This is an optimization exercise on Yosys and OpenROAD, whose aim is small area, a short achievable clock period and few clock cycles per item, not a production implementation.
No functional check of the RTL was part of any run shown here.

==> flow/design.v, too long to show whole: its modules and the start of the top module <==
// module barometer_pressure_compensation_unit: 1269 lines
module barometer_pressure_compensation_unit (
    input  wire logic        clk,
    input  wire logic        rst_n,
    input  wire logic        s_tvalid,
    output logic             s_tready,
    input  wire logic [23:0] s_tdata,
    output logic             m_tvalid,
    input  wire logic        m_tready,
    output logic [23:0]      m_tdata,
    output logic [0:0]       m_tuser,
    input  wire logic        cfg_we,
    input  wire logic [bpc_pkg::CFG_ADDR_BITS-1:0] cfg_addr,
    input  wire logic [bpc_pkg::COEF_BITS-1:0]     cfg_wdata
);
  // ...
==> flow/flow/run.sh <==
#!/bin/bash
# The standard layout, with one step added between synthesis and floorplan.
# polarity.py rewrites the synthesized netlist without changing its function:
#  - a full adder complements both outputs when its three inputs are
#    complemented, so each fa cell takes its inputs in whichever polarity needs
#    fewer inverters; a half adder whose inputs are both wanted complemented
#    is rebuilt as an xor2 and a nor2 of those complements;
#  - each fa cell's latest-arriving input goes to its carry-input pin, the
#    fastest of the three (the cell is symmetric in them).
# Registers and every other step are the standard flow's, except that the
# ports are buffered with buf_2 cells (BUFFER_PORTS_ARGS) rather than the slow
# delay-buffer cell the resizer picks. Each tool's output is logged here.
set -euo pipefail
res=orfs/results/${FLOW_PLATFORM}/barometer_pressure_compensation_unit/base
bash standard.sh synth > standard_synth.log 2>&1
cp "$res/1_2_yosys.v" synth_netlist.v
python3 flow/polarity.py synth_netlist.v "$res/1_2_yosys.v" > polarity.log 2>&1
touch "$res/1_2_yosys.v"
bash standard.sh "BUFFER_PORTS_ARGS=-buffer_cell sky130_fd_sc_hd__buf_2" finish > standard_finish.log 2>&1
==> flow/flow/polarity.py <==
#!/usr/bin/env python3
"""Removes inverters around full-adder cells of a flat sky130 gate netlist.

A full adder is self-dual: complementing its three inputs complements both
outputs.  Each fa cell may therefore be "flipped" (inputs and outputs taken
in complemented form) without changing what the netlist computes.  The script
collapses the netlist's inverters, picks a flip for every fa cell by local
search so that as few signals as possible are needed in both polarities, and
writes the netlist back with one inverter per signal that still needs its
complement.  A half adder may likewise take both inputs complemented: it is then
written as an xor2 (same sum) and a nor2 (same carry) of the complements.
Last, each full adder's latest-arriving input (by rough delays) is moved to its
carry-input pin, the fastest.  Flip-flops, ports and every other cell are left
as they are.

usage: polarity.py IN.v OUT.v
"""
import re
import sys
import random

OUT_PINS = {"X", "Y", "Q", "Q_N", "SUM", "COUT", "HI", "LO", "GCLK"}
INV_RE = re.compile(r"^sky130_fd_sc_hd__(inv|clkinv)_\d+$")
FA_RE = re.compile(r"^sky130_fd_sc_hd__fa_\d+$")
HA_RE = re.compile(r"^sky130_fd_sc_hd__ha_\d+$")


def esc(net):
    """an escaped identifier ends at white space"""
    return net + " " if net.startswith("\\") else net


def parse(text):
    m = re.search(r"^\s*module\s+(\w+)\s*\((.*?)\);", text, re.S | re.M)
    ports = [p.strip() for p in m.group(2).split(",")]
    cell_re = re.compile(r"^  (sky130_fd_sc_hd__\w+)\s+(\S+)\s*\((.*?)\n  \);\n", re.S | re.M)
    cells = []
    spans = []
    for cm in cell_re.finditer(text):
        pins = {}
        for pm in re.finditer(r"\.(\w+)\(([^()]*)\)", cm.group(3)):
            pins[pm.group(1)] = pm.group(2).strip()
        cells.append([cm.group(1), cm.group(2), pins])
        spans.append((cm.start(), cm.end()))
    return ports, cells, spans


# rough delays (ns) for ordering the inputs of each full adder: its carry input
# is its fastest, so the latest-arriving signal goes there
FA_SUM = {"A": 0.53, "B": 0.50, "CIN": 0.48}
FA_COUT = {"A": 0.42, "B": 0.39, "CIN": 0.36}


def permute_fa_inputs(final, is_port):
    drv = {}
    for key, (typ, name, pins) in final.items():
        for p, n in pins.items():
            if p in OUT_PINS:
                drv[n] = key
    seq = lambda t: ("dfrtp" in t or "dfxtp" in t or "edfxtp" in t or "dfstp" in t
                     or "conb" in t or "dlx" in t)
    arr = {}
    state = {}

    def arrival(net):
        if net in arr:
            return arr[net]
        stack = [net]
        while stack:
            n = stack[-1]
            if n in arr:
                stack.pop()
                continue
            key = drv.get(n)
            if key is None:
                arr[n] = 1.7 if is_port(n) else 0.0
                stack.pop()
                continue
            typ, name, pins = final[key]
            if seq(typ):
                arr[n] = 0.45
                stack.pop()
                continue
            ins = [m for p, m in pins.items() if p not in OUT_PINS]
            todo = [m for m in ins if m not in arr]
            if todo:
                if state.get(n) == "visiting":
                    raise RuntimeError("combinational loop at " + n)
                state[n] = "visiting"
                stack.extend(todo)
                continue
            if FA_RE.match(typ):
                order = sorted((pins["A"], pins["B"], pins["CIN"]), key=lambda m: arr[m])
                a = dict(zip(("A", "B", "CIN"), order))
                pins.update(a)
                tsum = max(arr[a[p]] + FA_SUM[p] for p in a)
                tco = max(arr[a[p]] + FA_COUT[p] for p in a)
                arr[pins["SUM"]] = tsum
                arr[pins["COUT"]] = tco
            else:
                d = 0.06 if INV_RE.match(typ) else (0.3 if "__ha_" in typ else 0.2)
                t = max(arr[m] for m in ins) + d if ins else 0.0
                for p, m in pins.items():
                    if p in OUT_PINS:
                        arr[m] = t
            stack.pop()
        return arr[net]

    before = {k: (v[2]["A"], v[2]["B"], v[2]["CIN"]) for k, v in final.items() if FA_RE.match(v[0])}
    for key, (typ, name, pins) in final.items():
        for p, n in pins.items():
            if p in OUT_PINS:
                arrival(n)
    return sum(1 for k, v in before.items()
               if (final[k][2]["A"], final[k][2]["B"], final[k][2]["CIN"]) != v)


def main():
    src, dst = sys.argv[1], sys.argv[2]
    text = open(src).read()
    ports, cells, spans = parse(text)
    assert "assign" not in text, "netlist has assign statements"

    def is_port(net):
        base = net.lstrip("\\").split("[")[0].strip()
        return base in ports

    driver = {}            # net -> (cell index, pin)
    loads = {}             # net -> list of (cell index, pin)
    for i, (typ, name, pins) in enumerate(cells):
        for p, n in pins.items():
            if p in OUT_PINS:
                assert n not in driver, f"two drivers on {n}"
                driver[n] = (i, p)
            else:
                loads.setdefault(n, []).append((i, p))

    # inverters that may be collapsed: input driven by a cell, output feeding only cells
    inv = set()
    for i, (typ, name, pins) in enumerate(cells):
        if INV_RE.match(typ):
            a, y = pins["A"], pins["Y"]
            if a in driver and not is_port(a) and not is_port(y) and y in loads:
                inv.add(i)

    def root(net):
        pol = 0
        while net in driver and driver[net][0] in inv:
            net = cells[driver[net][0]][2]["A"]
            pol ^= 1
        return net, pol

    # flippable cells: a full adder flips its outputs with its inputs; a half
    # adder fed complemented inputs is rebuilt as xor2 + nor2, outputs unchanged
    fa = [i for i, c in enumerate(cells) if FA_RE.match(c[0]) or HA_RE.match(c[0])]
    faidx = {i: k for k, i in enumerate(fa)}
    # requirements: for each root net, list of (fa index or -1, polarity)
    req = {}
    for i, (typ, name, pins) in enumerate(cells):
        if i in inv:
            continue
        for p, n in pins.items():
            if p in OUT_PINS:
                continue
            r, pol = root(n)
            req.setdefault(r, []).append((faidx.get(i, -1), pol, i, p))
    src_fa = {}
    for r in req:
        if r in driver and driver[r][0] in faidx and FA_RE.match(cells[driver[r][0]][0]):
            src_fa[r] = faidx[driver[r][0]]
    touch = [[] for _ in fa]
    for r, lst in req.items():
        ks = {k for k, _, _, _ in lst if k >= 0}
        if r in src_fa:
            ks.add(src_fa[r])
        for k in ks:
            touch[k].append(r)

    x = [0] * len(fa)

    def cost(r):
        sp = x[src_fa[r]] if r in src_fa else 0
        for k, pol, _, _ in req[r]:
            if (pol ^ (x[k] if k >= 0 else 0)) != sp:
                return 1
        return 0

    def total():
        return sum(cost(r) for r in req)

    start = total()
    best = list(x)
    best_cost = start
    rng = random.Random(1)
    for trial in range(8):
        if trial:
            x = [v if rng.random() < 0.8 else 1 - v for v in best]
        improved = True
        while improved:
            improved = False
            for k in range(len(fa)):
                rs = set(touch[k])
                before = sum(cost(r) for r in rs)
                x[k] ^= 1
                after = sum(cost(r) for r in rs)
                if after < before:
                    improved = True
                else:
                    x[k] ^= 1
        c = total()
        if c < best_cost:
            best, best_cost = list(x), c
    x = best

    # rewrite: drop collapsed inverters, add one inverter per root that needs it
    newpins = {}
    added = []
    decl = []
    for r, lst in req.items():
        sp = x[src_fa[r]] if r in src_fa else 0
        comp = None
        for k, pol, i, p in lst:
            need = pol ^ (x[k] if k >= 0 else 0)
            if need == sp:
                net = r
            else:
                if comp is None:
                    comp = f"polnet_{len(added)}"
                    added.append((r, comp))
                    decl.append(f"  wire {comp};\n")
                net = comp
            newpins.setdefault(i, {})[p] = net
    # final connections of every kept cell, and the added inverters
    final = {}
    for i, (typ, name, pins) in enumerate(cells):
        if i in inv:
            continue
        p2 = dict(pins)
        p2.update(newpins.get(i, {}))
        final[i] = [typ, name, p2]
    for j, (r, c) in enumerate(added):
        final[("pol", j)] = ["sky130_fd_sc_hd__inv_1", f"polinv_{j}", {"A": r, "Y": c}]
    permuted = permute_fa_inputs(final, is_port)
    out = []
    last = 0
    for i, (s, e) in enumerate(spans):
        out.append(text[last:s])
        last = e
        if i in inv:
            continue
        typ, name, pins = final[i]
        if HA_RE.match(typ) and x[faidx[i]]:
            a, b = esc(pins["A"]), esc(pins["B"])
            if "SUM" in pins:
                out.append(f"  sky130_fd_sc_hd__xor2_1 {name} (\n    .A({a}),\n    .B({b}),\n"
                           f"    .X({esc(pins['SUM'])})\n  );\n")
            if "COUT" in pins:
                nm = name + "_nor " if name.startswith("\\") else name + "_nor"
                out.append(f"  sky130_fd_sc_hd__nor2_1 {nm} (\n    .A({a}),\n    .B({b}),\n"
                           f"    .Y({esc(pins['COUT'])})\n  );\n")
            continue
        body = ",\n".join(f"    .{p}({esc(n)})" for p, n in pins.items())
        out.append(f"  {typ} {name} (\n{body}\n  );\n")
    tail = text[last:]
    body = "".join(out)
    ins = "".join(f"  sky130_fd_sc_hd__inv_1 polinv_{j} (\n    .A({esc(r)}),\n    .Y({c})\n  );\n"
                  for j, (r, c) in enumerate(added))
    tail = tail.replace("endmodule", ins + "endmodule", 1)
    # declare the new nets after the module's port list declarations
    k = body.find("  wire ")
    body = body[:k] + "".join(decl) + body[k:]
    open(dst, "w").write(body + tail)
    print(f"fa and ha cells {len(fa)}, flipped {sum(x)}; inverters collapsed {len(inv)}, "
          f"signals needing a complement {start} -> {best_cost}, inverters written {len(added)}; "
          f"fa cells with inputs reordered {permuted}")


main()
==> flow/standard.sh <==
#!/bin/bash
# synth_recipe.tcl (not shown) runs the flow's synth.tcl, then flattens the netlist and writes it again
# the make line also repeats each setting of config.mk as NAME=value (left out here)
make -C /OpenROAD-flow-scripts/flow DESIGN_CONFIG=/design/flow/config.mk WORK_HOME=/design/flow/orfs CLKGATE_MAP_FILE= SYNTH_SCRIPT=/design/flow/synth_recipe.tcl "${@:-finish}"
==> flow/config.mk <==
export PLATFORM = sky130hd
export DESIGN_NAME = barometer_pressure_compensation_unit
export DESIGN_NICKNAME = barometer_pressure_compensation_unit
export VERILOG_FILES = /design/flow/design.v
export SDC_FILE = /design/flow/constraint.sdc
export NUM_CORES = 4
export LEC_CHECK = 0
export ABC_AREA = 1
export CAP_MARGIN = 20
export CORE_MARGIN = 2
export CORE_UTILIZATION = 40
export CTS_BUF_LIST = sky130_fd_sc_hd__clkbuf_4
export GPL_ROUTABILITY_DRIVEN = 0
export SETUP_SLACK_MARGIN = 2.5
export SLEW_MARGIN = 20
==> flow/constraint.sdc <==
create_clock -name core_clock -period 7.5 [get_ports {clk}]
set_input_delay 1.5000 -clock core_clock [delete_from_list [all_inputs] [get_ports {clk}]]
set_output_delay 1.5000 -clock core_clock [all_outputs]
set_load 0.01 [all_outputs]
==> results.sh, run 1 <==
export IMPL_status="no timing/DRC/antenna violations"
export IMPL_io_buffers=69
export IMPL_slew_viol_final=0
export IMPL_dominant_cells="multi-input gates"
export IMPL_synthCells=3049
export IMPL_crit_start="t1_reg[4]"
export IMPL_crit_type="reg2reg"
export IMPL_wl_met2_um=38300
export IMPL_final_area_sq_um=33500
export IMPL_start_util_pct=40.5
export IMPL_hold_ws_ns=0.399
export IMPL_buf_share_pct=4.98
export IMPL_multi_input_area_share_pct=56.5
export IMPL_busiest_layer="met2"
export IMPL_dr_pass1_iters=6
export IMPL_critPathMaxFanout=7
export IMPL_layout_common_cells="nand2_1 (612), inv_1 (406), fa_1 (375)"
export IMPL_dp_cells=4000
export IMPL_taps=950
export IMPL_drv_cap=0
export IMPL_reg2reg_depth=20
export IMPL_hold_path_startpoint="p1_reg[8]"
export IMPL_overflow=0
export IMPL_cp_data_arrival_time_ns=5.46
export IMPL_seq_share_pct=26.7
export IMPL_signal_buffers=211
export IMPL_grt_pass1_wl_um=121000
==> run 2, diff against run 1 <==
--- a/flow/design.v
+++ b/flow/design.v
@@ -26,38 +26,37 @@
     output logic             m_tvalid,
     input  wire logic        m_tready,
     output logic [23:0]      m_tdata,
     output logic [0:0]       m_tuser,
     input  wire logic        cfg_we,
     input  wire logic [bpc_pkg::CFG_ADDR_BITS-1:0] cfg_addr,
     input  wire logic [bpc_pkg::COEF_BITS-1:0]     cfg_wdata
 );
-    logic signed [15:0] a0_reg;
-    logic signed [15:0] b1_reg;
+    logic [16:0] a0x_reg;     
+    logic [16:0] b1x_reg;     
     logic signed [15:0] b2_reg;
     logic signed [13:0] c12_reg;
     logic signed [17:0] b2x3_reg;     
     logic signed [15:0] c12x3_reg;    
     logic [3:0]  ok_reg;
     logic        a0_ok, b1_ok, b2_ok, c12_ok;
-    logic [15:0] a0_g, b1_g;
+    logic [16:0] a0_e, b1_e;
     logic [3:0]  vld;
     logic        en;
     logic [9:0]  p1_reg, t1_reg;
     logic [3:0]  tk_next, tk2_reg;
     logic [11:0] temp_next;
     logic [25:0] x_next, x2_reg;
     logic [27:0] y_next, y2_reg;
     logic [9:0]  p2_reg, t2_reg;
-    logic [14:0]  lo_sum;
     logic        c3_reg;
-    logic [30-1:0] ra3_reg, rb3_reg;
+    logic [36-1:0] ra3_reg, rb3_reg;
     logic [11:0] temp3_reg;
-    logic [30-1:0] s_full;
+    logic [36-1:0] s_full;
     logic [25:0] v;
     logic        clip_lo4_reg, clip_hi4_reg;
     logic [12:0] hl;
     logic [11:0] h4_reg;
     logic [2:0]  g4_reg;
     logic        c4_reg;
     logic [11:0] temp4_reg;
     logic [12:0] q2;
@@ -74,18 +73,18 @@
         else if (cfg_we)
             ok_reg[cfg_addr] <= 1'b1;
     end
     always_ff @(posedge clk)
     begin
         if (cfg_we)
         begin
             case (cfg_addr)
-                bpc_pkg::REG_A0:  a0_reg  <= cfg_wdata;
-                bpc_pkg::REG_B1:  b1_reg  <= cfg_wdata;
+                bpc_pkg::REG_A0:  a0x_reg <= 17'($signed(cfg_wdata)) + 17'd109248;
+                bpc_pkg::REG_B1:  b1x_reg <= 17'($signed(cfg_wdata)) + 17'd109248;
                 bpc_pkg::REG_B2:
                 begin
                     b2_reg   <= cfg_wdata;
                     b2x3_reg <= 18'($signed(cfg_wdata)) + (18'($signed(cfg_wdata)) <<< 1);
                 end
                 bpc_pkg::REG_C12:
                 begin
                     c12_reg   <= cfg_wdata[bpc_pkg::C12_BITS-1:0];
@@ -95,18 +94,18 @@
                 default: ;
             endcase
         end
     end
     assign a0_ok  = ok_reg[bpc_pkg::REG_A0];
     assign b1_ok  = ok_reg[bpc_pkg::REG_B1];
     assign b2_ok  = ok_reg[bpc_pkg::REG_B2];
     assign c12_ok = ok_reg[bpc_pkg::REG_C12];
-    assign a0_g   = a0_reg & {16{a0_ok}};
-    assign b1_g   = b1_reg & {16{b1_ok}};
+    assign a0_e   = a0_ok ? a0x_reg : 17'd109248;
+    assign b1_e   = b1_ok ? b1x_reg : 17'd109248;
     always_ff @(posedge clk or negedge rst_n)
     begin
         if (!rst_n)
             vld <= '0;
         else if (en)
             vld <= {vld[2:0], s_tvalid};
     end
     wire ta_pp_d0_1 = ~t1_reg[1] & t1_reg[0] & c12_ok;
@@ -323,123 +322,113 @@
     assign {ta_c5, ta_s5} = {1'b0, ta_pp_3_1} + {1'b0, ta_c2} + {1'b0, ta_s4};
     wire ta_s6, ta_c6;
     assign {ta_c6, ta_s6} = {1'b0, ta_pp_0_8} + {1'b0, ta_pp_1_6} + {1'b0, ta_pp_2_4};
     wire ta_s7, ta_c7;
     assign {ta_c7, ta_s7} = {1'b0, ta_pp_3_2} + {1'b0, ta_pp_4_0} + {1'b0, ta_c4};
     wire ta_s8, ta_c8;
     assign {ta_c8, ta_s8} = {1'b0, ta_s6} + {1'b0, ta_c5} + {1'b0, ta_s7};
     wire ta_s9, ta_c9;
-    assign {ta_c9, ta_s9} = {1'b0, b1_g[0]} + {1'b0, ta_pp_0_9} + {1'b0, ta_pp_1_7};
+    assign {ta_c9, ta_s9} = {1'b0, b1_e[0]} + {1'b0, ta_pp_0_9} + {1'b0, ta_pp_1_7};
     wire ta_s10, ta_c10;
     assign {ta_c10, ta_s10} = {1'b0, ta_pp_2_5} + {1'b0, ta_pp_3_3} + {1'b0, ta_pp_4_1};
     wire ta_s11, ta_c11;
     assign {ta_c11, ta_s11} = {1'b0, ta_c6} + {1'b0, ta_s9} + {1'b0, ta_s10};
     wire ta_s12, ta_c12;
     assign {ta_c12, ta_s12} = {1'b0, ta_c7} + {1'b0, ta_s11};
     wire ta_s13, ta_c13;
-    assign {ta_c13, ta_s13} = {1'b0, b1_g[1]} + {1'b0, ta_pp_0_10} + {1'b0, ta_pp_1_8};
+    assign {ta_c13, ta_s13} = {1'b0, b1_e[1]} + {1'b0, ta_pp_0_10} + {1'b0, ta_pp_1_8};
     wire ta_s14, ta_c14;
     assign {ta_c14, ta_s14} = {1'b0, ta_pp_2_6} + {1'b0, ta_pp_3_4} + {1'b0, ta_pp_4_2};
     wire ta_s15, ta_c15;
     assign {ta_c15, ta_s15} = {1'b0, ta_c9} + {1'b0, ta_c10} + {1'b0, ta_s13};
     wire ta_s16, ta_c16;
     assign {ta_c16, ta_s16} = {1'b0, ta_s14} + {1'b0, ta_c11} + {1'b0, ta_s15};
     wire ta_s17, ta_c17;
-    assign {ta_c17, ta_s17} = {1'b0, b1_g[2]} + {1'b0, ta_pp_0_11} + {1'b0, ta_pp_1_9};
+    assign {ta_c17, ta_s17} = {1'b0, b1_e[2]} + {1'b0, ta_pp_0_11} + {1'b0, ta_pp_1_9};
     wire ta_s18, ta_c18;
     assign {ta_c18, ta_s18} = {1'b0, ta_pp_2_7} + {1'b0, ta_pp_3_5} + {1'b0, ta_pp_4_3};
     wire ta_s19, ta_c19;
     assign {ta_c19, ta_s19} = {1'b0, ta_c13} + {1'b0, ta_c14} + {1'b0, ta_s17};
     wire ta_s20, ta_c20;
     assign {ta_c20, ta_s20} = {1'b0, ta_s18} + {1'b0, ta_c15} + {1'b0, ta_s19};
     wire ta_s21, ta_c21;
-    assign {ta_c21, ta_s21} = {1'b0, b1_g[3]} + {1'b0, ta_pp_0_12} + {1'b0, ta_pp_1_10};
+    assign {ta_c21, ta_s21} = {1'b0, b1_e[3]} + {1'b0, ta_pp_0_12} + {1'b0, ta_pp_1_10};
     wire ta_s22, ta_c22;
     assign {ta_c22, ta_s22} = {1'b0, ta_pp_2_8} + {1'b0, ta_pp_3_6} + {1'b0, ta_pp_4_4};
     wire ta_s23, ta_c23;
     assign {ta_c23, ta_s23} = {1'b0, ta_c17} + {1'b0, ta_c18} + {1'b0, ta_s21};
     wire ta_s24, ta_c24;
     assign {ta_c24, ta_s24} = {1'b0, ta_s22} + {1'b0, ta_c19} + {1'b0, ta_s23};
     wire ta_s25, ta_c25;
-    assign {ta_c25, ta_s25} = {1'b0, b1_g[4]} + {1'b0, ta_pp_0_13} + {1'b0, ta_pp_1_11};
+    assign {ta_c25, ta_s25} = {1'b0, b1_e[4]} + {1'b0, ta_pp_0_13} + {1'b0, ta_pp_1_11};
     wire ta_s26, ta_c26;
     assign {ta_c26, ta_s26} = {1'b0, ta_pp_2_9} + {1'b0, ta_pp_3_7} + {1'b0, ta_pp_4_5};
     wire ta_s27, ta_c27;
     assign {ta_c27, ta_s27} = {1'b0, ta_c21} + {1'b0, ta_c22} + {1'b0, ta_s25};
     wire ta_s28, ta_c28;
     assign {ta_c28, ta_s28} = {1'b0, ta_s26} + {1'b0, ta_c23} + {1'b0, ta_s27};
     wire ta_s29, ta_c29;
-    assign {ta_c29, ta_s29} = {1'b0, b1_g[5]} + {1'b0, ta_pp_0_14} + {1'b0, ta_pp_1_12};
+    assign {ta_c29, ta_s29} = {1'b0, b1_e[5]} + {1'b0, ta_pp_0_14} + {1'b0, ta_pp_1_12};
     wire ta_s30, ta_c30;
     assign {ta_c30, ta_s30} = {1'b0, ta_pp_2_10} + {1'b0, ta_pp_3_8} + {1'b0, ta_pp_4_6};
     wire ta_s31, ta_c31;
     assign {ta_c31, ta_s31} = {1'b0, ta_c25} + {1'b0, ta_c26} + {1'b0, ta_s29};
     wire ta_s32, ta_c32;
     assign {ta_c32, ta_s32} = {1'b0, ta_s30} + {1'b0, ta_c27} + {1'b0, ta_s31};
     wire ta_s33, ta_c33;
-    assign {ta_c33, ta_s33} = {1'b0, b1_g[6]} + {1'b0, 1'b1} + {1'b0, ~(ta_pp_0_15)};
+    assign {ta_c33, ta_s33} = {1'b0, b1_e[6]} + {1'b0, ~(ta_pp_0_15)} + {1'b0, ta_pp_1_13};
     wire ta_s34, ta_c34;
-    assign {ta_c34, ta_s34} = {1'b0, ta_pp_1_13} + {1'b0, ta_pp_2_11} + {1'b0, ta_pp_3_9};
+    assign {ta_c34, ta_s34} = {1'b0, ta_pp_2_11} + {1'b0, ta_pp_3_9} + {1'b0, ta_pp_4_7};
     wire ta_s35, ta_c35;
-    assign {ta_c35, ta_s35} = {1'b0, ta_pp_4_7} + {1'b0, ta_c29} + {1'b0, ta_c30};
+    assign {ta_c35, ta_s35} = {1'b0, ta_c29} + {1'b0, ta_c30} + {1'b0, ta_s33};
     wire ta_s36, ta_c36;
-    assign {ta_c36, ta_s36} = {1'b0, ta_s33} + {1'b0, ta_s34} + {1'b0, ta_c31};
+    assign {ta_c36, ta_s36} = {1'b0, ta_s34} + {1'b0, ta_c31} + {1'b0, ta_s35};
     wire ta_s37, ta_c37;
-    assign {ta_c37, ta_s37} = {1'b0, ta_s35} + {1'b0, ta_c32} + {1'b0, ta_s36};
+    assign {ta_c37, ta_s37} = {1'b0, b1_e[7]} + {1'b0, ta_pp_1_14} + {1'b0, ta_pp_2_12};
     wire ta_s38, ta_c38;
-    assign {ta_c38, ta_s38} = {1'b0, b1_g[7]} + {1'b0, 1'b1} + {1'b0, ta_pp_1_14};
+    assign {ta_c38, ta_s38} = {1'b0, ta_pp_3_10} + {1'b0, ta_pp_4_8} + {1'b0, ta_c33};
     wire ta_s39, ta_c39;
-    assign {ta_c39, ta_s39} = {1'b0, ta_pp_2_12} + {1'b0, ta_pp_3_10} + {1'b0, ta_pp_4_8};
+    assign {ta_c39, ta_s39} = {1'b0, ta_c34} + {1'b0, ta_s37} + {1'b0, ta_c35};
     wire ta_s40, ta_c40;
-    assign {ta_c40, ta_s40} = {1'b0, ta_c33} + {1'b0, ta_c34} + {1'b0, ta_s38};
+    assign {ta_c40, ta_s40} = {1'b0, ta_s38} + {1'b0, ta_c36} + {1'b0, ta_s39};
     wire ta_s41, ta_c41;
-    assign {ta_c41, ta_s41} = {1'b0, ta_s39} + {1'b0, ta_c35} + {1'b0, ta_s40};
+    assign {ta_c41, ta_s41} = {1'b0, b1_e[8]} + {1'b0, ~(ta_pp_1_15)} + {1'b0, ta_pp_2_13};
     wire ta_s42, ta_c42;
-    assign {ta_c42, ta_s42} = {1'b0, ta_c36} + {1'b0, ta_s41};
+    assign {ta_c42, ta_s42} = {1'b0, ta_pp_3_11} + {1'b0, ta_pp_4_9} + {1'b0, ta_c37};
     wire ta_s43, ta_c43;
-    assign {ta_c43, ta_s43} = {1'b0, b1_g[8]} + {1'b0, ~(ta_pp_1_15)} + {1'b0, ta_pp_2_13};
+    assign {ta_c43, ta_s43} = {1'b0, ta_s41} + {1'b0, ta_c38} + {1'b0, ta_s42};
     wire ta_s44, ta_c44;
-    assign {ta_c44, ta_s44} = {1'b0, ta_pp_3_11} + {1'b0, ta_pp_4_9} + {1'b0, ta_c38};
+    assign {ta_c44, ta_s44} = {1'b0, ta_c39} + {1'b0, ta_s43};
     wire ta_s45, ta_c45;
-    assign {ta_c45, ta_s45} = {1'b0, ta_c39} + {1'b0, ta_s43} + {1'b0, ta_c40};
+    assign {ta_c45, ta_s45} = {1'b0, b1_e[9]} + {1'b0, ta_pp_2_14} + {1'b0, ta_pp_3_12};
     wire ta_s46, ta_c46;
-    assign {ta_c46, ta_s46} = {1'b0, ta_s44} + {1'b0, ta_c41} + {1'b0, ta_s45};
+    assign {ta_c46, ta_s46} = {1'b0, ta_pp_4_10} + {1'b0, ta_c41} + {1'b0, ta_s45};
     wire ta_s47, ta_c47;
-    assign {ta_c47, ta_s47} = {1'b0, b1_g[9]} + {1'b0, 1'b1} + {1'b0, ta_pp_2_14};
+    assign {ta_c47, ta_s47} = {1'b0, ta_c42} + {1'b0, ta_s46} + {1'b0, ta_c43};
     wire ta_s48, ta_c48;
-    assign {ta_c48, ta_s48} = {1'b0, ta_pp_3_12} + {1'b0, ta_pp_4_10} + {1'b0, ta_c43};
+    assign {ta_c48, ta_s48} = {1'b0, b1_e[10]} + {1'b0, ~(ta_pp_2_15)} + {1'b0, ta_pp_3_13};
     wire ta_s49, ta_c49;
-    assign {ta_c49, ta_s49} = {1'b0, ta_s47} + {1'b0, ta_c44} + {1'b0, ta_s48};
+    assign {ta_c49, ta_s49} = {1'b0, ta_pp_4_11} + {1'b0, ta_c45} + {1'b0, ta_s48};
     wire ta_s50, ta_c50;
-    assign {ta_c50, ta_s50} = {1'b0, ta_c45} + {1'b0, ta_s49};
+    assign {ta_c50, ta_s50} = {1'b0, ta_c46} + {1'b0, ta_s49};
     wire ta_s51, ta_c51;
-    assign {ta_c51, ta_s51} = {1'b0, b1_g[10]} + {1'b0, ~(ta_pp_2_15)} + {1'b0, ta_pp_3_13};
+    assign {ta_c51, ta_s51} = {1'b0, b1_e[11]} + {1'b0, ta_pp_3_14} + {1'b0, ta_pp_4_12};
     wire ta_s52, ta_c52;
-    assign {ta_c52, ta_s52} = {1'b0, ta_pp_4_11} + {1'b0, ta_c47} + {1'b0, ta_s51};
+    assign {ta_c52, ta_s52} = {1'b0, ta_c48} + {1'b0, ta_s51} + {1'b0, ta_c49};
     wire ta_s53, ta_c53;
-    assign {ta_c53, ta_s53} = {1'b0, ta_c48} + {1'b0, ta_s52} + {1'b0, ta_c49};
+    assign {ta_c53, ta_s53} = {1'b0, b1_e[12]} + {1'b0, ~(ta_pp_3_15)} + {1'b0, ta_pp_4_13};
     wire ta_s54, ta_c54;
-    assign {ta_c54, ta_s54} = {1'b0, b1_g[11]} + {1'b0, 1'b1} + {1'b0, ta_pp_3_14};
+    assign {ta_c54, ta_s54} = {1'b0, ta_c51} + {1'b0, ta_s53};
     wire ta_s55, ta_c55;
-    assign {ta_c55, ta_s55} = {1'b0, ta_pp_4_12} + {1'b0, ta_c51} + {1'b0, ta_s54};
+    assign {ta_c55, ta_s55} = {1'b0, b1_e[13]} + {1'b0, ta_pp_4_14} + {1'b0, ta_c53};
     wire ta_s56, ta_c56;
-    assign {ta_c56, ta_s56} = {1'b0, ta_c52} + {1'b0, ta_s55};
-    wire ta_s57, ta_c57;
-    assign {ta_c57, ta_s57} = {1'b0, b1_g[12]} + {1'b0, ~(ta_pp_3_15)} + {1'b0, ta_pp_4_13};
-    wire ta_s58, ta_c58;
-    assign {ta_c58, ta_s58} = {1'b0, ta_c54} + {1'b0, ta_s57} + {1'b0, ta_c55};
-    wire ta_s59, ta_c59;
-    assign {ta_c59, ta_s59} = {1'b0, b1_g[13]} + {1'b0, 1'b1} + {1'b0, ta_pp_4_14};
-    wire ta_s60, ta_c60;
-    assign {ta_c60, ta_s60} = {1'b0, ta_c57} + {1'b0, ta_s59};
-    wire ta_s61, ta_c61;
-    assign {ta_c61, ta_s61} = {1'b0, b1_g[14]} + {1'b0, ~(ta_pp_4_15)} + {1'b0, ta_c59};
-    wire [25:0] ta_ra = {1'b1, ~(b1_g[15]), ta_c60, ta_c58, ta_c56, ta_c53, ta_c50, ta_c46, ta_c42, ta_c37, ta_s37, ta_c28, ta_c24, ta_c20, ta_c16, ta_c12, ta_c8, ta_s8, ta_c3, ta_s3, ta_c0, ta_s0, ta_pp_0_3, ta_pp_0_2, ta_pp_0_1, ta_pp_0_0};
-    wire [25:0] ta_rb = {1'b0, ta_c61, ta_s61, ta_s60, ta_s58, ta_s56, ta_s53, ta_s50, ta_s46, ta_s42, 1'b0, ta_s32, ta_s28, ta_s24, ta_s20, ta_s16, ta_s12, 1'b0, ta_s5, 1'b0, ta_s1, 1'b0, ta_pp_1_1, ta_pp_1_0, 1'b0, 1'b0};
+    assign {ta_c56, ta_s56} = {1'b0, b1_e[14]} + {1'b0, ~(ta_pp_4_15)};
+    wire [25:0] ta_ra = {b1_e[16], b1_e[15], ta_c55, ta_c54, ta_c52, ta_c50, ta_c47, ta_c44, ta_c40, ta_s40, ta_c32, ta_c28, ta_c24, ta_c20, ta_c16, ta_c12, ta_c8, ta_s8, ta_c3, ta_s3, ta_c0, ta_s0, ta_pp_0_3, ta_pp_0_2, ta_pp_0_1, ta_pp_0_0};
+    wire [25:0] ta_rb = {1'b0, ta_c56, ta_s56, ta_s55, ta_s54, ta_s52, ta_s50, ta_s47, ta_s44, 1'b0, ta_s36, ta_s32, ta_s28, ta_s24, ta_s20, ta_s16, ta_s12, 1'b0, ta_s5, 1'b0, ta_s1, 1'b0, ta_pp_1_1, ta_pp_1_0, 1'b0, 1'b0};
     wire ty_s0, ty_c0;
     assign {ty_c0, ty_s0} = {1'b0, ty_pp_0_4} + {1'b0, ty_pp_1_2} + {1'b0, ty_pp_2_0};
     wire ty_s1, ty_c1;
     assign {ty_c1, ty_s1} = {1'b0, ty_pp_0_5} + {1'b0, ty_pp_1_3} + {1'b0, ty_pp_2_1};
     wire ty_s2, ty_c2;
     assign {ty_c2, ty_s2} = {1'b0, ty_pp_0_6} + {1'b0, ty_pp_1_4} + {1'b0, ty_pp_2_2};
     wire ty_s3, ty_c3;
     assign {ty_c3, ty_s3} = {1'b0, ty_pp_3_0} + {1'b0, ty_c1} + {1'b0, ty_s2};
@@ -461,123 +450,113 @@
     assign {ty_c11, ty_s11} = {1'b0, ty_s9} + {1'b0, ty_c7} + {1'b0, ty_s10};
     wire ty_s12, ty_c12;
     assign {ty_c12, ty_s12} = {1'b0, ty_pp_0_10} + {1'b0, ty_pp_1_8} + {1'b0, ty_pp_2_6};
     wire ty_s13, ty_c13;
     assign {ty_c13, ty_s13} = {1'b0, ty_pp_3_4} + {1'b0, ty_pp_4_2} + {1'b0, ty_c9};
     wire ty_s14, ty_c14;
     assign {ty_c14, ty_s14} = {1'b0, ty_s12} + {1'b0, ty_c10} + {1'b0, ty_s13};
     wire ty_s15, ty_c15;
-    assign {ty_c15, ty_s15} = {1'b0, a0_g[0]} + {1'b0, ty_pp_0_11} + {1'b0, ty_pp_1_9};
+    assign {ty_c15, ty_s15} = {1'b0, a0_e[0]} + {1'b0, ty_pp_0_11} + {1'b0, ty_pp_1_9};
     wire ty_s16, ty_c16;
     assign {ty_c16, ty_s16} = {1'b0, ty_pp_2_7} + {1'b0, ty_pp_3_5} + {1'b0, ty_pp_4_3};
     wire ty_s17, ty_c17;
     assign {ty_c17, ty_s17} = {1'b0, ty_c12} + {1'b0, ty_s15} + {1'b0, ty_s16};
     wire ty_s18, ty_c18;
     assign {ty_c18, ty_s18} = {1'b0, ty_c13} + {1'b0, ty_s17};
     wire ty_s19, ty_c19;
-    assign {ty_c19, ty_s19} = {1'b0, a0_g[1]} + {1'b0, ty_pp_0_12} + {1'b0, ty_pp_1_10};
+    assign {ty_c19, ty_s19} = {1'b0, a0_e[1]} + {1'b0, ty_pp_0_12} + {1'b0, ty_pp_1_10};
     wire ty_s20, ty_c20;
     assign {ty_c20, ty_s20} = {1'b0, ty_pp_2_8} + {1'b0, ty_pp_3_6} + {1'b0, ty_pp_4_4};
     wire ty_s21, ty_c21;
     assign {ty_c21, ty_s21} = {1'b0, ty_c15} + {1'b0, ty_c16} + {1'b0, ty_s19};
     wire ty_s22, ty_c22;
     assign {ty_c22, ty_s22} = {1'b0, ty_s20} + {1'b0, ty_c17} + {1'b0, ty_s21};
     wire ty_s23, ty_c23;
-    assign {ty_c23, ty_s23} = {1'b0, a0_g[2]} + {1'b0, ty_pp_0_13} + {1'b0, ty_pp_1_11};
+    assign {ty_c23, ty_s23} = {1'b0, a0_e[2]} + {1'b0, ty_pp_0_13} + {1'b0, ty_pp_1_11};
     wire ty_s24, ty_c24;
     assign {ty_c24, ty_s24} = {1'b0, ty_pp_2_9} + {1'b0, ty_pp_3_7} + {1'b0, ty_pp_4_5};
     wire ty_s25, ty_c25;
     assign {ty_c25, ty_s25} = {1'b0, ty_c19} + {1'b0, ty_c20} + {1'b0, ty_s23};
     wire ty_s26, ty_c26;
     assign {ty_c26, ty_s26} = {1'b0, ty_s24} + {1'b0, ty_c21} + {1'b0, ty_s25};
     wire ty_s27, ty_c27;
-    assign {ty_c27, ty_s27} = {1'b0, a0_g[3]} + {1'b0, ty_pp_0_14} + {1'b0, ty_pp_1_12};
+    assign {ty_c27, ty_s27} = {1'b0, a0_e[3]} + {1'b0, ty_pp_0_14} + {1'b0, ty_pp_1_12};
     wire ty_s28, ty_c28;
     assign {ty_c28, ty_s28} = {1'b0, ty_pp_2_10} + {1'b0, ty_pp_3_8} + {1'b0, ty_pp_4_6};
     wire ty_s29, ty_c29;
     assign {ty_c29, ty_s29} = {1'b0, ty_c23} + {1'b0, ty_c24} + {1'b0, ty_s27};
     wire ty_s30, ty_c30;
     assign {ty_c30, ty_s30} = {1'b0, ty_s28} + {1'b0, ty_c25} + {1'b0, ty_s29};
     wire ty_s31, ty_c31;
-    assign {ty_c31, ty_s31} = {1'b0, a0_g[4]} + {1'b0, ty_pp_0_15} + {1'b0, ty_pp_1_13};
+    assign {ty_c31, ty_s31} = {1'b0, a0_e[4]} + {1'b0, ty_pp_0_15} + {1'b0, ty_pp_1_13};
     wire ty_s32, ty_c32;
     assign {ty_c32, ty_s32} = {1'b0, ty_pp_2_11} + {1'b0, ty_pp_3_9} + {1'b0, ty_pp_4_7};
     wire ty_s33, ty_c33;
     assign {ty_c33, ty_s33} = {1'b0, ty_c27} + {1'b0, ty_c28} + {1'b0, ty_s31};
     wire ty_s34, ty_c34;
     assign {ty_c34, ty_s34} = {1'b0, ty_s32} + {1'b0, ty_c29} + {1'b0, ty_s33};
     wire ty_s35, ty_c35;
-    assign {ty_c35, ty_s35} = {1'b0, a0_g[5]} + {1'b0, ty_pp_0_16} + {1'b0, ty_pp_1_14};
+    assign {ty_c35, ty_s35} = {1'b0, a0_e[5]} + {1'b0, ty_pp_0_16} + {1'b0, ty_pp_1_14};
     wire ty_s36, ty_c36;
     assign {ty_c36, ty_s36} = {1'b0, ty_pp_2_12} + {1'b0, ty_pp_3_10} + {1'b0, ty_pp_4_8};
     wire ty_s37, ty_c37;
     assign {ty_c37, ty_s37} = {1'b0, ty_c31} + {1'b0, ty_c32} + {1'b0, ty_s35};
     wire ty_s38, ty_c38;
     assign {ty_c38, ty_s38} = {1'b0, ty_s36} + {1'b0, ty_c33} + {1'b0, ty_s37};
     wire ty_s39, ty_c39;
-    assign {ty_c39, ty_s39} = {1'b0, a0_g[6]} + {1'b0, 1'b1} + {1'b0, ~(ty_pp_0_17)};
+    assign {ty_c39, ty_s39} = {1'b0, a0_e[6]} + {1'b0, ~(ty_pp_0_17)} + {1'b0, ty_pp_1_15};
     wire ty_s40, ty_c40;
-    assign {ty_c40, ty_s40} = {1'b0, ty_pp_1_15} + {1'b0, ty_pp_2_13} + {1'b0, ty_pp_3_11};
+    assign {ty_c40, ty_s40} = {1'b0, ty_pp_2_13} + {1'b0, ty_pp_3_11} + {1'b0, ty_pp_4_9};
     wire ty_s41, ty_c41;
-    assign {ty_c41, ty_s41} = {1'b0, ty_pp_4_9} + {1'b0, ty_c35} + {1'b0, ty_c36};
+    assign {ty_c41, ty_s41} = {1'b0, ty_c35} + {1'b0, ty_c36} + {1'b0, ty_s39};
     wire ty_s42, ty_c42;
-    assign {ty_c42, ty_s42} = {1'b0, ty_s39} + {1'b0, ty_s40} + {1'b0, ty_c37};
+    assign {ty_c42, ty_s42} = {1'b0, ty_s40} + {1'b0, ty_c37} + {1'b0, ty_s41};
     wire ty_s43, ty_c43;
-    assign {ty_c43, ty_s43} = {1'b0, ty_s41} + {1'b0, ty_c38} + {1'b0, ty_s42};
+    assign {ty_c43, ty_s43} = {1'b0, a0_e[7]} + {1'b0, ty_pp_1_16} + {1'b0, ty_pp_2_14};
     wire ty_s44, ty_c44;
-    assign {ty_c44, ty_s44} = {1'b0, a0_g[7]} + {1'b0, 1'b1} + {1'b0, ty_pp_1_16};
+    assign {ty_c44, ty_s44} = {1'b0, ty_pp_3_12} + {1'b0, ty_pp_4_10} + {1'b0, ty_c39};
     wire ty_s45, ty_c45;
-    assign {ty_c45, ty_s45} = {1'b0, ty_pp_2_14} + {1'b0, ty_pp_3_12} + {1'b0, ty_pp_4_10};
+    assign {ty_c45, ty_s45} = {1'b0, ty_c40} + {1'b0, ty_s43} + {1'b0, ty_c41};
     wire ty_s46, ty_c46;
-    assign {ty_c46, ty_s46} = {1'b0, ty_c39} + {1'b0, ty_c40} + {1'b0, ty_s44};
+    assign {ty_c46, ty_s46} = {1'b0, ty_s44} + {1'b0, ty_c42} + {1'b0, ty_s45};
     wire ty_s47, ty_c47;
-    assign {ty_c47, ty_s47} = {1'b0, ty_s45} + {1'b0, ty_c41} + {1'b0, ty_s46};
+    assign {ty_c47, ty_s47} = {1'b0, a0_e[8]} + {1'b0, ~(ty_pp_1_17)} + {1'b0, ty_pp_2_15};
     wire ty_s48, ty_c48;
-    assign {ty_c48, ty_s48} = {1'b0, ty_c42} + {1'b0, ty_s47};
+    assign {ty_c48, ty_s48} = {1'b0, ty_pp_3_13} + {1'b0, ty_pp_4_11} + {1'b0, ty_c43};
     wire ty_s49, ty_c49;
-    assign {ty_c49, ty_s49} = {1'b0, a0_g[8]} + {1'b0, ~(ty_pp_1_17)} + {1'b0, ty_pp_2_15};
+    assign {ty_c49, ty_s49} = {1'b0, ty_s47} + {1'b0, ty_c44} + {1'b0, ty_s48};
     wire ty_s50, ty_c50;
-    assign {ty_c50, ty_s50} = {1'b0, ty_pp_3_13} + {1'b0, ty_pp_4_11} + {1'b0, ty_c44};
+    assign {ty_c50, ty_s50} = {1'b0, ty_c45} + {1'b0, ty_s49};
     wire ty_s51, ty_c51;
-    assign {ty_c51, ty_s51} = {1'b0, ty_c45} + {1'b0, ty_s49} + {1'b0, ty_c46};
+    assign {ty_c51, ty_s51} = {1'b0, a0_e[9]} + {1'b0, ty_pp_2_16} + {1'b0, ty_pp_3_14};
     wire ty_s52, ty_c52;
-    assign {ty_c52, ty_s52} = {1'b0, ty_s50} + {1'b0, ty_c47} + {1'b0, ty_s51};
+    assign {ty_c52, ty_s52} = {1'b0, ty_pp_4_12} + {1'b0, ty_c47} + {1'b0, ty_s51};
     wire ty_s53, ty_c53;
-    assign {ty_c53, ty_s53} = {1'b0, a0_g[9]} + {1'b0, 1'b1} + {1'b0, ty_pp_2_16};
+    assign {ty_c53, ty_s53} = {1'b0, ty_c48} + {1'b0, ty_s52} + {1'b0, ty_c49};
     wire ty_s54, ty_c54;
-    assign {ty_c54, ty_s54} = {1'b0, ty_pp_3_14} + {1'b0, ty_pp_4_12} + {1'b0, ty_c49};
+    assign {ty_c54, ty_s54} = {1'b0, a0_e[10]} + {1'b0, ~(ty_pp_2_17)} + {1'b0, ty_pp_3_15};
     wire ty_s55, ty_c55;
-    assign {ty_c55, ty_s55} = {1'b0, ty_s53} + {1'b0, ty_c50} + {1'b0, ty_s54};
+    assign {ty_c55, ty_s55} = {1'b0, ty_pp_4_13} + {1'b0, ty_c51} + {1'b0, ty_s54};
     wire ty_s56, ty_c56;
-    assign {ty_c56, ty_s56} = {1'b0, ty_c51} + {1'b0, ty_s55};
+    assign {ty_c56, ty_s56} = {1'b0, ty_c52} + {1'b0, ty_s55};
     wire ty_s57, ty_c57;
-    assign {ty_c57, ty_s57} = {1'b0, a0_g[10]} + {1'b0, ~(ty_pp_2_17)} + {1'b0, ty_pp_3_15};
+    assign {ty_c57, ty_s57} = {1'b0, a0_e[11]} + {1'b0, ty_pp_3_16} + {1'b0, ty_pp_4_14};
     wire ty_s58, ty_c58;
-    assign {ty_c58, ty_s58} = {1'b0, ty_pp_4_13} + {1'b0, ty_c53} + {1'b0, ty_s57};
+    assign {ty_c58, ty_s58} = {1'b0, ty_c54} + {1'b0, ty_s57} + {1'b0, ty_c55};
     wire ty_s59, ty_c59;
-    assign {ty_c59, ty_s59} = {1'b0, ty_c54} + {1'b0, ty_s58} + {1'b0, ty_c55};
+    assign {ty_c59, ty_s59} = {1'b0, a0_e[12]} + {1'b0, ~(ty_pp_3_17)} + {1'b0, ty_pp_4_15};
     wire ty_s60, ty_c60;
-    assign {ty_c60, ty_s60} = {1'b0, a0_g[11]} + {1'b0, 1'b1} + {1'b0, ty_pp_3_16};
+    assign {ty_c60, ty_s60} = {1'b0, ty_c57} + {1'b0, ty_s59};
     wire ty_s61, ty_c61;
-    assign {ty_c61, ty_s61} = {1'b0, ty_pp_4_14} + {1'b0, ty_c57} + {1'b0, ty_s60};
+    assign {ty_c61, ty_s61} = {1'b0, a0_e[13]} + {1'b0, ty_pp_4_16} + {1'b0, ty_c59};
     wire ty_s62, ty_c62;
-    assign {ty_c62, ty_s62} = {1'b0, ty_c58} + {1'b0, ty_s61};
-    wire ty_s63, ty_c63;
-    assign {ty_c63, ty_s63} = {1'b0, a0_g[12]} + {1'b0, ~(ty_pp_3_17)} + {1'b0, ty_pp_4_15};
-    wire ty_s64, ty_c64;
-    assign {ty_c64, ty_s64} = {1'b0, ty_c60} + {1'b0, ty_s63} + {1'b0, ty_c61};
-    wire ty_s65, ty_c65;
-    assign {ty_c65, ty_s65} = {1'b0, a0_g[13]} + {1'b0, 1'b1} + {1'b0, ty_pp_4_16};
-    wire ty_s66, ty_c66;
-    assign {ty_c66, ty_s66} = {1'b0, ty_c63} + {1'b0, ty_s65};
-    wire ty_s67, ty_c67;
-    assign {ty_c67, ty_s67} = {1'b0, a0_g[14]} + {1'b0, ~(ty_pp_4_17)} + {1'b0, ty_c65};
-    wire [27:0] ty_ra = {1'b1, ~(a0_g[15]), ty_c66, ty_c64, ty_c62, ty_c59, ty_c56, ty_c52, ty_c48, ty_c43, ty_s43, ty_c34, ty_c30, ty_c26, ty_c22, ty_c18, ty_c14, ty_c11, ty_c8, ty_s8, ty_c3, ty_s3, ty_c0, ty_s0, ty_pp_0_3, ty_pp_0_2, ty_pp_0_1, ty_pp_0_0};
-    wire [27:0] ty_rb = {1'b0, ty_c67, ty_s67, ty_s66, ty_s64, ty_s62, ty_s59, ty_s56, ty_s52, ty_s48, 1'b0, ty_s38, ty_s34, ty_s30, ty_s26, ty_s22, ty_s18, ty_s14, ty_s11, 1'b0, ty_s5, 1'b0, ty_s1, 1'b0, ty_pp_1_1, ty_pp_1_0, 1'b0, 1'b0};
+    assign {ty_c62, ty_s62} = {1'b0, a0_e[14]} + {1'b0, ~(ty_pp_4_17)};
+    wire [27:0] ty_ra = {a0_e[16], a0_e[15], ty_c61, ty_c60, ty_c58, ty_c56, ty_c53, ty_c50, ty_c46, ty_s46, ty_c38, ty_c34, ty_c30, ty_c26, ty_c22, ty_c18, ty_c14, ty_c11, ty_c8, ty_s8, ty_c3, ty_s3, ty_c0, ty_s0, ty_pp_0_3, ty_pp_0_2, ty_pp_0_1, ty_pp_0_0};
+    wire [27:0] ty_rb = {1'b0, ty_c62, ty_s62, ty_s61, ty_s60, ty_s58, ty_s56, ty_s53, ty_s50, 1'b0, ty_s42, ty_s38, ty_s34, ty_s30, ty_s26, ty_s22, ty_s18, ty_s14, ty_s11, 1'b0, ty_s5, 1'b0, ty_s1, 1'b0, ty_pp_1_1, ty_pp_1_0, 1'b0, 1'b0};
     wire tb_s0, tb_c0;
     assign {tb_c0, tb_s0} = {1'b0, x2_reg[2] & p2_reg[0]} + {1'b0, x2_reg[1] & p2_reg[1]} + {1'b0, x2_reg[0] & p2_reg[2]};
     wire tb_s1, tb_c1;
     assign {tb_c1, tb_s1} = {1'b0, 1'b1} + {1'b0, x2_reg[3] & p2_reg[0]} + {1'b0, x2_reg[2] & p2_reg[1]};
     wire tb_s2, tb_c2;
     assign {tb_c2, tb_s2} = {1'b0, x2_reg[1] & p2_reg[2]} + {1'b0, x2_reg[0] & p2_reg[3]} + {1'b0, tb_c0};
     wire tb_s3, tb_c3;
     assign {tb_c3, tb_s3} = {1'b0, x2_reg[4] & p2_reg[0]} + {1'b0, x2_reg[3] & p2_reg[1]} + {1'b0, x2_reg[2] & p2_reg[2]};
@@ -1243,19 +1222,25 @@
     wire [43:0] tc_rb = {tc_s78, tc_s76, tc_s74, tc_s72, tc_s70, tc_s68, tc_s66, tc_s64, tc_s62, tc_s60, tc_s58, tc_s56, tc_s54, tc_s52, tc_s50, tc_s48, tc_s46, tc_s44, tc_s42, tc_s40, tc_s38, tc_s36, tc_s34, tc_s32, tc_s30, tc_s28, tc_s26, tc_s24, tc_s22, tc_s20, tc_s18, tc_s16, tc_s14, tc_s12, tc_s10, tc_s8, tc_s6, 1'b0, tc_s2, tc_s1, tc_s0, tb_rb[2], tb_rb[1], tb_rb[0]};
     assign x_next = ta_ra + ta_rb;
     assign y_next = ty_ra + ty_rb;
     assign tk_next = 4'(t1_reg >= 10'd17)  + 4'(t1_reg >= 10'd124) + 4'(t1_reg >= 10'd231)
                    + 4'(t1_reg >= 10'd338) + 4'(t1_reg >= 10'd445) + 4'(t1_reg >= 10'd552)
                    + 4'(t1_reg >= 10'd659) + 4'(t1_reg >= 10'd766) + 4'(t1_reg >= 10'd873)
                    + 4'(t1_reg >= 10'd980);
     assign temp_next = bpc_pkg::T_BASE + 12'(tk2_reg) - 12'(t2_reg) - 12'({t2_reg, 1'b0});
-    assign lo_sum = {1'b0, tc_ra[14-1:0]} + {1'b0, tc_rb[14-1:0]};
-    assign s_full = ra3_reg + rb3_reg + 30'(c3_reg);
-    assign v      = s_full[30-1:4];
+    logic [8:0] lo_sum;
+    assign lo_sum = {1'b0, tc_ra[7:0]} + {1'b0, tc_rb[7:0]};
+    always_ff @(posedge clk)
+    begin
+        if (en)
+            c3_reg <= lo_sum[8];
+    end
+    assign s_full = ra3_reg + rb3_reg + 36'(c3_reg);
+    assign v      = s_full[36-1:10];
     assign hl     = 13'(v[21:10]) + 13'(v[9:0]);
     always_comb
     begin
         q2 = {h4_reg, 1'b1} + {9'd0, g4_reg, c4_reg};
         if (clip_lo4_reg)
             pres = 12'd0;
         else if (clip_hi4_reg)
             pres = 12'd4095;
@@ -1268,19 +1253,18 @@
         begin
             p1_reg       <= s_tdata[9:0];
             t1_reg       <= s_tdata[19:10];
             x2_reg       <= x_next;
             y2_reg       <= y_next;
             p2_reg       <= p1_reg;
             t2_reg       <= t1_reg;
             tk2_reg      <= tk_next;
-            c3_reg       <= lo_sum[14];
-            ra3_reg      <= tc_ra[43:14];
-            rb3_reg      <= tc_rb[43:14];
+            ra3_reg      <= tc_ra[43:8];
+            rb3_reg      <= tc_rb[43:8];
             temp3_reg    <= temp_next;
             clip_lo4_reg <= v[25];
             clip_hi4_reg <= !v[25] && ((|v[24:22]) || (&v[21:12]));
             h4_reg       <= v[21:10];
             g4_reg       <= hl[12:10];
             c4_reg       <= (&hl[9:3]) && (4'(hl[2:0]) + 4'(hl[12:10]) >= 4'd7);
             temp4_reg    <= temp3_reg;
         end
==> run 2 against run 1 <==
Sequential cell count grew 14; sequential share of layout area up 1.0 points; critical endpoint is now c4_reg; highest routed layer is now met5.
==> results.sh, run 2 <==
export IMPL_cp_required_ns=8.20
export IMPL_core_area_sq_um=72600
export IMPL_dpl_hpwl_um=59400
export IMPL_start_kind="flop"
export IMPL_vias_per_cell=5.19
export IMPL_cts_buffers=85
export IMPL_crit_start="ra3_reg[6]"
export IMPL_grt_pass1_wl_um=121000
export IMPL_status="no timing/DRC/antenna violations"
export IMPL_rrSetupSlack_ns=2.55
export IMPL_start_util_pct=40.2
export IMPL_final_setup_skew_ns=0.0854
export IMPL_final_setup_tns_ns=0
export IMPL_syn_num_nets=3546
export IMPL_filler_cell_count=6973
export IMPL_first_iter_violations=1864
export IMPL_overflow=0
export IMPL_finalCritPeriodShare_pct=66.0
export IMPL_synth_avg_cell_area_sq_um=9.86
export IMPL_min_path_type="reg2reg"
export IMPL_drive_gt1_share_pct=16.9
export IMPL_finalSetupViolCount=0
export IMPL_critPathMaxFanout=2
export IMPL_r2r_end="c4_reg"
export IMPL_grt_pass1_vias=22300
export IMPL_rows=99
export IMPL_die_h_um=274
export IMPL_rsz0062_at_grt="yes"
export IMPL_cp_data_arrival_time_ns=5.65
export IMPL_syn_area_sq_um=29200
export IMPL_synthCells=2962
export IMPL_cts_buffer_depth=3
export IMPL_seqCellArea_sq_um=9360
export IMPL_slowest_delay_ns=0.48
export IMPL_io_buffers=69
export IMPL_syn2layout_area_growth_pct=15.7
export IMPL_fmax_mhz=202
export IMPL_cp_end_kind="flop"
export IMPL_final_common_cell="nand2_1"
export IMPL_dp_slack_ns=1.82
export IMPL_yosysWarnings=1
export IMPL_clkTransAtPathRegs_ns=0.08
export IMPL_drtAntennaViolNets=0
export IMPL_crit_type="reg2reg"
export IMPL_drv_cap=0
export IMPL_cpMostUsedCell="nand2_2"
export IMPL_detail_route_drc_violations=0
export IMPL_cts_tree="yes"
export IMPL_slew_headroom_pct=43.6
export IMPL_fin_nets=3786
export IMPL_critPathSlowestCell="fa_1"
export IMPL_grt_max_degree=90
export IMPL_hold_ws_ns=0.382
export IMPL_wire_per_inst_um=18.3
export IMPL_pin_count=74
export IMPL_dieArea_sq_um=75200
export IMPL_finalCriticalPeriod_ns=4.95
export IMPL_r2r_start="ra3_reg[6]"
export IMPL_h_tree_depth=3
export IMPL_reg2reg_depth=34
export IMPL_wirelength_um=77300
export IMPL_dr_pass1_iters=9
export IMPL_tightest_slew_ns=0.847
export IMPL_layout_common_cells="nand2_1 (525), inv_1 (399), fa_1 (391)"
export IMPL_cts_root_buffer="clkbuf_4"
export IMPL_antenna_found_initial=3
export IMPL_slew_viol_final=0
export IMPL_fin_ws_ns=2.55
export IMPL_numClockSinks=313
export IMPL_grt_total_usage_pct=20.7
export IMPL_finalHoldViolCount=0
export IMPL_endpoint="c4_reg"
export IMPL_dr_total_vias=22000
export IMPL_fp_dieW_um=274
export IMPL_multi_input_area_sq_um=18600
export IMPL_worstSkewPairLatency_ns=0.87
run 2: cell count changes in the layout (fill, tap and decap cells not counted), moves of 16 or more:
| cell | change |
|---|---|
| ha_1 | +19 |
| a31oi_1 | +17 |
| nand2_1 | -87 |
| nand3_1 | -16 |
| buf_4 | +24 |
| nor2_2 | -18 |
| fa_2 | -16 |
| fa_1 | +16 |
run 2: worst min path at each step:
| stage | slack [ns] | end | cells after the start | startpoint |
|---|---|---|---|---|
| after floorplan | 0.40 | p2_reg[0] | 0 | p1_reg[0] |
| after global placement | 0.40 | temp4_reg[11] | 0 | temp3_reg[11] |
| after detailed placement | 0.40 | temp4_reg[7] | 0 | temp3_reg[7] |
| after CTS | 0.37 | p2_reg[8] | 0 | p1_reg[8] |
| after global routing | 0.39 | p2_reg[8] | 0 | p1_reg[8] |
| final | 0.38 | p2_reg[8] | 0 | p1_reg[8] |
run 2: what timing repair did:
action / CTS / global route
gates resized for setup: 66 / 120
pin swaps: 8 / 48
setup buffers: 63 / 84
hold buffers: 0 / 0
cloned: 0 / 1
setup endpoints to repair: 60 / 35
run 2: final cells by class:
class / count / area share, %
multi-input combinational: 2136 / 55.0
antenna: 5 / 0.0370
timing repair buffer: 242 / 5.76
sequential: 313 / 27.7
tap: 959 / 3.55
inverter: 424 / 4.81
clock buffer: 114 / 2.53
clock inverter: 37 / 0.637
run 2: metrics by stage:
stage                     utilization (%)  std cells  cell area (sq um)
final                                46.5       4230              33800
after detailed placement             42.2       3926              30600
after CTS                            44.8       4140              32500
after floorplan                         -       2962              29200
after global routing                 46.5       4229              33800
after global placement               42.2       3926              30600
run 2: per-layer routing:
metal  wire length (um)  vias to the layer above  global-route usage, %
li1                   -                    10300                      -
met1              30500                    10500                   25.4
met2              38200                      923                   36.1
met3               5330                      242                   3.43
met4               3200                        2                   8.92
met5                 11                        -                      0
run 2: critical path, delay by kind of cell, from the launching register on:
| kind | cells | cell delay, ns |
|---|---|---|
| AND/OR/NAND/NOR | 17 | 1.48 |
| buffers and inverters | 4 | 0.22 |
| XOR/XNOR | 1 | 0.09 |
| flip-flops | 1 | 0.44 |
| AO/OA/AOI/OAI | 7 | 1.01 |
| adder cells (fa/ha/maj) | 5 | 1.51 |
==> run 3, diff against run 2 <==
==> flow/flow/run.sh (replaced) <==
#!/bin/bash
# The standard layout, with one step added between synthesis and floorplan:
# polarity.py removes inverters around the full-adder cells of the synthesized
# netlist (a full adder complements both outputs when its three inputs are
# complemented, so each fa cell can take its inputs in whichever polarity needs
# fewer inverters), and gives each fa cell's latest-arriving input its carry
# input pin, the fastest of the three (the cell is symmetric in them). Registers, cells other than inverters and every other step
# are the standard flow's, except that the ports are buffered with buf_2 cells
# (BUFFER_PORTS_ARGS) rather than the slow delay-buffer cell the resizer picks.
set -euo pipefail
res=orfs/results/${FLOW_PLATFORM}/barometer_pressure_compensation_unit/base
bash standard.sh synth > standard_synth.log 2>&1
cp "$res/1_2_yosys.v" synth_netlist.v
python3 flow/polarity.py synth_netlist.v "$res/1_2_yosys.v" > polarity.log 2>&1
touch "$res/1_2_yosys.v"
bash standard.sh "BUFFER_PORTS_ARGS=-buffer_cell sky130_fd_sc_hd__buf_2" finish > standard_finish.log 2>&1
--- a/flow/flow/polarity.py
+++ b/flow/flow/polarity.py
@@ -7,11 +7,7 @@
 collapses the netlist's inverters, picks a flip for every fa cell by local
 search so that as few signals as possible are needed in both polarities, and
 writes the netlist back with one inverter per signal that still needs its
-complement.  A half adder may likewise take both inputs complemented: it is then
-written as an xor2 (same sum) and a nor2 (same carry) of the complements.
-Last, each full adder's latest-arriving input (by rough delays) is moved to its
-carry-input pin, the fastest.  Flip-flops, ports and every other cell are left
-as they are.
+complement.  Flip-flops, ports and every other cell are left as they are.
 
 usage: polarity.py IN.v OUT.v
 """
@@ -22,7 +18,6 @@
 OUT_PINS = {"X", "Y", "Q", "Q_N", "SUM", "COUT", "HI", "LO", "GCLK"}
 INV_RE = re.compile(r"^sky130_fd_sc_hd__(inv|clkinv)_\d+$")
 FA_RE = re.compile(r"^sky130_fd_sc_hd__fa_\d+$")
-HA_RE = re.compile(r"^sky130_fd_sc_hd__ha_\d+$")
 
 
 def esc(net):
@@ -150,9 +145,7 @@
             pol ^= 1
         return net, pol
 
-    # flippable cells: a full adder flips its outputs with its inputs; a half
-    # adder fed complemented inputs is rebuilt as xor2 + nor2, outputs unchanged
-    fa = [i for i, c in enumerate(cells) if FA_RE.match(c[0]) or HA_RE.match(c[0])]
+    fa = [i for i, c in enumerate(cells) if FA_RE.match(c[0])]
     faidx = {i: k for k, i in enumerate(fa)}
     # requirements: for each root net, list of (fa index or -1, polarity)
     req = {}
@@ -166,7 +159,7 @@
             req.setdefault(r, []).append((faidx.get(i, -1), pol, i, p))
     src_fa = {}
     for r in req:
-        if r in driver and driver[r][0] in faidx and FA_RE.match(cells[driver[r][0]][0]):
+        if r in driver and driver[r][0] in faidx:
             src_fa[r] = faidx[driver[r][0]]
     touch = [[] for _ in fa]
     for r, lst in req.items():
@@ -249,16 +242,6 @@
         if i in inv:
             continue
         typ, name, pins = final[i]
-        if HA_RE.match(typ) and x[faidx[i]]:
-            a, b = esc(pins["A"]), esc(pins["B"])
-            if "SUM" in pins:
-                out.append(f"  sky130_fd_sc_hd__xor2_1 {name} (\n    .A({a}),\n    .B({b}),\n"
-                           f"    .X({esc(pins['SUM'])})\n  );\n")
-            if "COUT" in pins:
-                nm = name + "_nor " if name.startswith("\\") else name + "_nor"
-                out.append(f"  sky130_fd_sc_hd__nor2_1 {nm} (\n    .A({a}),\n    .B({b}),\n"
-                           f"    .Y({esc(pins['COUT'])})\n  );\n")
-            continue
         body = ",\n".join(f"    .{p}({esc(n)})" for p, n in pins.items())
         out.append(f"  {typ} {name} (\n{body}\n  );\n")
     tail = text[last:]
@@ -270,7 +253,7 @@
     k = body.find("  wire ")
     body = body[:k] + "".join(decl) + body[k:]
     open(dst, "w").write(body + tail)
-    print(f"fa and ha cells {len(fa)}, flipped {sum(x)}; inverters collapsed {len(inv)}, "
+    print(f"fa cells {len(fa)}, flipped {sum(x)}; inverters collapsed {len(inv)}, "
           f"signals needing a complement {start} -> {best_cost}, inverters written {len(added)}; "
           f"fa cells with inputs reordered {permuted}")
 
--- a/flow/config.mk
+++ b/flow/config.mk
@@ -9,7 +9,5 @@
 export CAP_MARGIN = 20
 export CORE_MARGIN = 2
 export CORE_UTILIZATION = 40
-export CTS_BUF_LIST = sky130_fd_sc_hd__clkbuf_4
-export GPL_ROUTABILITY_DRIVEN = 0
 export SETUP_SLACK_MARGIN = 2.5
 export SLEW_MARGIN = 20
==> run 3 against run 2 <==
Still clean; sequential cell count unchanged; count of clock-buffer cells in the layout decreased by 67; sequential share of layout area decreased by 0.33 points; global-route usage increased by 1.3 points; register-to-register slack about the same; first-iteration DRC count increased by 3.3%; critical path depth decreased by 4; synthesized area increased by 1.2%; cell count decreased by 1.7%; critical path type unchanged.
==> results.sh, run 3 <==
export IMPL_overflow=0
export IMPL_cts_root_buffer="clkbuf_16"
export IMPL_synth_avg_cell_area_sq_um=9.89
export IMPL_crit_type="reg2reg"
export IMPL_cp_required_ns=7.90
export IMPL_numClockSinks=313
export IMPL_drtAntennaViolNets=0
export IMPL_hold_path_endpoint="p2_reg[0]"
export IMPL_fin_nets=3821
export IMPL_tightest_slew_ns=0.866
export IMPL_final_setup_tns_ns=0
export IMPL_die_h_um=276
export IMPL_clkTransAtPathRegs_ns=0.06
export IMPL_wire_per_inst_um=19.9
export IMPL_yosysWarnings=1
export IMPL_dr_pass1_iters=6
export IMPL_critPathSlowestCell="fa_1"
export IMPL_slew_headroom_pct=42.2
export IMPL_r2r_start="rb3_reg[7]"
export IMPL_syn_num_nets=3635
export IMPL_grt_total_usage_pct=22.0
export IMPL_layout_common_cells="nand2_1 (526), inv_1 (483), fa_1 (386)"
export IMPL_cts_buffer_depth=3
export IMPL_syn2layout_area_growth_pct=15.7
export IMPL_cpMostUsedCell="nor2_1"
export IMPL_cp_end_kind="flop"
export IMPL_cts_tree="yes"
export IMPL_fmax_mhz=202
export IMPL_dpl_hpwl_um=63000
export IMPL_rows=99
export IMPL_dieArea_sq_um=76000
export IMPL_grt_pass1_vias=22600
export IMPL_cts_hold_buf=0
export IMPL_syn_area_sq_um=29500
export IMPL_fp_dieW_um=276
export IMPL_cts_buffers=36
export IMPL_filler_cell_count=6847
export IMPL_finalHoldViolCount=0
export IMPL_finalCriticalPeriod_ns=4.95
export IMPL_vias_per_cell=5.32
export IMPL_final_util_pct=46.8
export IMPL_first_iter_violations=1925
export IMPL_slowest_delay_ns=0.47
export IMPL_drv_cap=0
export IMPL_seqCellArea_sq_um=9360
export IMPL_rrSetupSlack_ns=2.55
export IMPL_place_congestion=0.948
export IMPL_start_util_pct=40.4
export IMPL_reg2reg_depth=30
export IMPL_io_buffers=69
export IMPL_worstSkewPairLatency_ns=0.56
export IMPL_r2r_end="c4_reg"
export IMPL_grt_pass1_wl_um=128000
export IMPL_final_setup_skew_ns=0.0301
export IMPL_detail_route_drc_violations=0
export IMPL_wirelength_um=82600
export IMPL_grt_max_degree=85
export IMPL_critPathTopFamily="simple AND/OR/NAND/NOR gates"
export IMPL_final_common_cell="nand2_1"
export IMPL_hold_depth=0
export IMPL_cp_data_arrival_time_ns=5.35
export IMPL_diodes=0
export IMPL_path_buf_inv=4
export IMPL_synthCells=2986
export IMPL_multi_input_area_sq_um=18700
export IMPL_h_tree_depth=2
export IMPL_critPathMaxFanout=3
export IMPL_hold_ws_ns=0.417
export IMPL_hold_path_startpoint="p1_reg[0]"
export IMPL_core_area_sq_um=73100
export IMPL_pin_count=74
export IMPL_slew_viol_final=0
export IMPL_antenna_found_initial=0
export IMPL_finalCritPeriodShare_pct=66.1
export IMPL_drive_gt1_share_pct=15.2
export IMPL_dr_total_vias=22100
export IMPL_min_path_type="reg2reg"
export IMPL_start_kind="flop"
export IMPL_rsz0062_at_grt="yes"
export IMPL_finalSetupViolCount=0
export IMPL_status="no timing/DRC/antenna violations"
[run 3: area by class of cell]
class / instances / share of cell area [%]
multi-input combinational: 2073 / 54.6
sequential: 313 / 27.4
inverter: 511 / 5.74
timing repair buffer: 237 / 5.21
tap: 959 / 3.51
clock buffer: 47 / 2.88
clock inverter: 19 / 0.717
[run 3: what timing repair did]
item	CTS	global route
setup buffers	73	63
endpoints found under the setup margin	62	25
pin swaps	13	52
gates resized for setup	77	134
endpoints found under the hold margin	0	0
[run 3: worst max-delay path by stage]
stage / slack (ns) / startpoint / cells after the start / end
final: 2.55 / rb3_reg[7] / 30 / c4_reg
after global routing: 2.18 / ra3_reg[6] / 34 / c4_reg
after CTS: 2.48 / t1_reg[3] / 21 / y2_reg[27]
after detailed placement: 1.70 / t1_reg[9] / 23 / y2_reg[27]
after global placement: 1.66 / t1_reg[9] / 23 / y2_reg[27]
after floorplan: 2.69 / ok_reg[2] / 23 / y2_reg[27]
[run 3: through the flow]
stage	instance area (sq um)	instances	worst slack, ns
2_1_floorplan	29500	2986	2.69
3_3_place_gp	31000	3957	1.66
3_5_place_dp	31000	3957	1.70
4_1_cts	33100	4096	2.48
5_1_grt	34200	4159	2.18
6_report	34200	4159	2.55
[run 3: per-layer routing]
layer / track usage, % / routed length (um)
met1: 27.3 / 32800
met3: 3.17 / 5070
met4: 11.5 / 4880
met2: 37.3 / 39900
met5: 0 / 0

re-timing with driven ports:
The flow's constraints put no driver on any port. The routed layouts listed below were extracted and timed again, unchanged, in two steps. Step 1 assumes that a clkbuf_16 drives the clock port and a buf_2 every other input. Step 2 times the ports against the registers' clock, not the clock port: input delays grow and output delays shrink by t, the midpoint of the rising clock arrivals with the driver on. a / b / c = ideal / step 1 / step 2; a / b = the first two.
run	t, ns	slack for setup (ns)	latest minus earliest clock arrival (ns)	slew at the worst register clock pin (ns)	worst slew at a driven data input, ns
run 1	0.880	2.641 / 2.641 / 2.641	0.084 / 0.084	0.08 / 0.08	0.05
run 2	0.885	2.553 / 2.553 / 2.553	0.089 / 0.089	0.08 / 0.08	0.05
run 3	0.609	2.545 / 2.545 / 2.545	0.031 / 0.031	0.07 / 0.07	0.05
After both steps setup and hold are still met in every run listed.
